This design comes from an exercise in tuning for small area, a short achievable clock period and few clock cycles per item on the open sky130 flow, not from production work.
The RTL was checked by simulation tests, not by an equivalence proof against the original design.

==> flow/design.v (excerpt) <==
module address_region_dispatch_table (
	input  logic        clk,
	input  logic        arst_n,
	input  logic        req_valid,
	output logic        req_ready,
	input  logic [1:0]  req_opcode,
	input  logic [31:0] req_address,
	input  logic [31:0] req_length,
	input  logic [15:0] req_handler_tag,
	input  logic [3:0]  req_ticket,
	output logic        rsp_valid,
	input  logic        rsp_ready,
	output logic [1:0]  rsp_status,
	output logic [3:0]  rsp_ticket_out,
	output logic [15:0] rsp_tag_out
);
	logic accept;
	assign accept = req_valid && req_ready;
	logic        r_v;
	logic [1:0]  r_opcode;
	logic [31:0] r_address;
	logic [31:0] r_length;
	logic [15:0] r_tag;
	logic [3:0]  r_ticket;
	always_ff @(posedge clk or negedge arst_n) begin
		if (!arst_n) r_v <= 1'b0;
		else         r_v <= accept;
	end
	always_ff @(posedge clk) begin
		r_opcode  <= req_opcode;
		r_address <= req_address;
		r_length  <= req_length;
		r_tag     <= req_handler_tag;
		r_ticket  <= req_ticket;
	end
	logic [15:0]      valid_q;
	logic [15:0]      wr_sel;
	logic [16*32-1:0] nbase_a;
	logic [16*32-1:0] nlim_a;
	logic [15:0]      wrap_a;
	logic [16*16-1:0] tag_a;
	logic [31:0]      wr_nlim;
	logic             wr_wrap;
	ardt_add32 u_add (.a(r_address), .b(r_length), .ns(wr_nlim), .co(wr_wrap));
	ardt_slot_mem u_slot_mem (
		.clk      (clk),
		.wr_sel   (wr_sel),
		.wr_nbase (~r_address),
		.wr_nlim  (wr_nlim),
		.wr_wrap  (wr_wrap),
		.wr_tag   (r_tag),
		.nbase_o  (nbase_a),
		.nlim_o   (nlim_a),
		.wrap_o   (wrap_a),
  ...
clock: 6.0 ns
lec_check: 0
cap_margin: 20
core_margin: 2
core_utilization: 70
setup_slack_margin: 3.4
slew_margin: 20
synth_hierarchical: 1
tns_end_percent: 30
standard.sh (not shown) runs the stock make flow with config.mk's settings and CLKGATE_MAP_FILE= SYNTH_SCRIPT=/design/flow/synth_recipe.tcl, a recipe that flattens the netlist after the stock synthesis.
==> flow/flow/run.sh <==
#!/bin/bash
# Standard layout, except that after the standard synthesis the delay cells
# (clkdlybuf4s*, dlygate*, dlymetal*) are added to the don't-use list, so the
# resizer does not pick them as port or repair buffers. Synthesis itself is
# the standard one, run unchanged. Each step's full output goes to its own
# log file in this folder. Clock tree synthesis runs with the usual clusters
# of up to 20 flip-flops per clkbuf_16 but without dummy loads.
set -uo pipefail
DU_BASE="sky130_fd_sc_hd__probe_p_8 sky130_fd_sc_hd__probec_p_8 sky130_fd_sc_hd__lpflow_bleeder_1 sky130_fd_sc_hd__lpflow_clkbufkapwr_1 sky130_fd_sc_hd__lpflow_clkbufkapwr_16 sky130_fd_sc_hd__lpflow_clkbufkapwr_2 sky130_fd_sc_hd__lpflow_clkbufkapwr_4 sky130_fd_sc_hd__lpflow_clkbufkapwr_8 sky130_fd_sc_hd__lpflow_clkinvkapwr_1 sky130_fd_sc_hd__lpflow_clkinvkapwr_16 sky130_fd_sc_hd__lpflow_clkinvkapwr_2 sky130_fd_sc_hd__lpflow_clkinvkapwr_4 sky130_fd_sc_hd__lpflow_clkinvkapwr_8 sky130_fd_sc_hd__lpflow_decapkapwr_12 sky130_fd_sc_hd__lpflow_decapkapwr_3 sky130_fd_sc_hd__lpflow_decapkapwr_4 sky130_fd_sc_hd__lpflow_decapkapwr_6 sky130_fd_sc_hd__lpflow_decapkapwr_8 sky130_fd_sc_hd__lpflow_inputiso0n_1 sky130_fd_sc_hd__lpflow_inputiso0p_1 sky130_fd_sc_hd__lpflow_inputiso1n_1 sky130_fd_sc_hd__lpflow_inputiso1p_1 sky130_fd_sc_hd__lpflow_inputisolatch_1 sky130_fd_sc_hd__lpflow_isobufsrc_1 sky130_fd_sc_hd__lpflow_isobufsrc_16 sky130_fd_sc_hd__lpflow_isobufsrc_2 sky130_fd_sc_hd__lpflow_isobufsrc_4 sky130_fd_sc_hd__lpflow_isobufsrc_8 sky130_fd_sc_hd__lpflow_isobufsrckapwr_16 sky130_fd_sc_hd__lpflow_lsbuf_lh_hl_isowell_tap_1 sky130_fd_sc_hd__lpflow_lsbuf_lh_hl_isowell_tap_2 sky130_fd_sc_hd__lpflow_lsbuf_lh_hl_isowell_tap_4 sky130_fd_sc_hd__lpflow_lsbuf_lh_isowell_4 sky130_fd_sc_hd__lpflow_lsbuf_lh_isowell_tap_1 sky130_fd_sc_hd__lpflow_lsbuf_lh_isowell_tap_2 sky130_fd_sc_hd__lpflow_lsbuf_lh_isowell_tap_4 "
DU_DELAY="sky130_fd_sc_hd__clkdlybuf4s15_1 sky130_fd_sc_hd__clkdlybuf4s15_2 sky130_fd_sc_hd__clkdlybuf4s18_1 sky130_fd_sc_hd__clkdlybuf4s18_2 sky130_fd_sc_hd__clkdlybuf4s25_1 sky130_fd_sc_hd__clkdlybuf4s25_2 sky130_fd_sc_hd__clkdlybuf4s50_1 sky130_fd_sc_hd__clkdlybuf4s50_2 sky130_fd_sc_hd__dlygate4sd1_1 sky130_fd_sc_hd__dlygate4sd2_1 sky130_fd_sc_hd__dlygate4sd3_1 sky130_fd_sc_hd__dlymetal6s2s_1 sky130_fd_sc_hd__dlymetal6s4s_1 sky130_fd_sc_hd__dlymetal6s6s_1"
bash standard.sh synth > synth.log 2>&1 || { tail -50 synth.log; exit 1; }
CTS="-sink_clustering_enable -repair_clock_nets -sink_clustering_size 20 -sink_clustering_max_diameter 60 -buf_list sky130_fd_sc_hd__clkbuf_16 -dont_use_dummy_load"
bash standard.sh "DONT_USE_CELLS=$DU_BASE $DU_DELAY" "CTS_ARGS=$CTS" finish > layout.log 2>&1 || { tail -50 layout.log; exit 1; }
test -f out/final.def || { echo "no final.def"; exit 1; }
The baseline went through all stages and came out clean.
Testbench counts at the start, summed over its fixed seeds: cycles 16,024, items 16,000.
Then changed:
- SETUP_SLACK_MARGIN: 3.4 -> 3.45
Setup slack got worse by 0.076 ns.
Die area stays the same.
Cell area climbs by 1.0%.
Via count went up by about 2.3%.

==> separate check: timing with driven ports <==
In the flow no input, the clock included, has a driving cell. The finished layouts below were timed again as built, in two steps.
Step 1 sets driving cells, clkbuf_16 on the clock port and buf_2 on the other inputs (assumed; they add their load-dependent delay and slew).
Step 2, shift: input delay + t, output delay - t, t = (earliest + latest rising clock arrival at the registers) / 2. This alone moves slack from input paths to output paths.
Slacks: no drivers / after step 1 / after step 2; pairs: no drivers / after step 1.
| run | shift t [ns] | setup WS [ns] | worst setup path at the end | slew at the worst register clock pin (ns) |
|---|---|---|---|---|
| the first run | 0.779 | 3.283 / 3.283 / 3.050 | input to register | 0.08 / 0.08 |
| the second run | 0.786 | 3.207 / 3.207 / 3.207 | register to register | 0.08 / 0.08 |
After both steps every run listed still meets setup and hold. For the first run, which loses most, drivers alone change the setup slack by 0.000 ns; drivers and shift together by -0.233 ns.
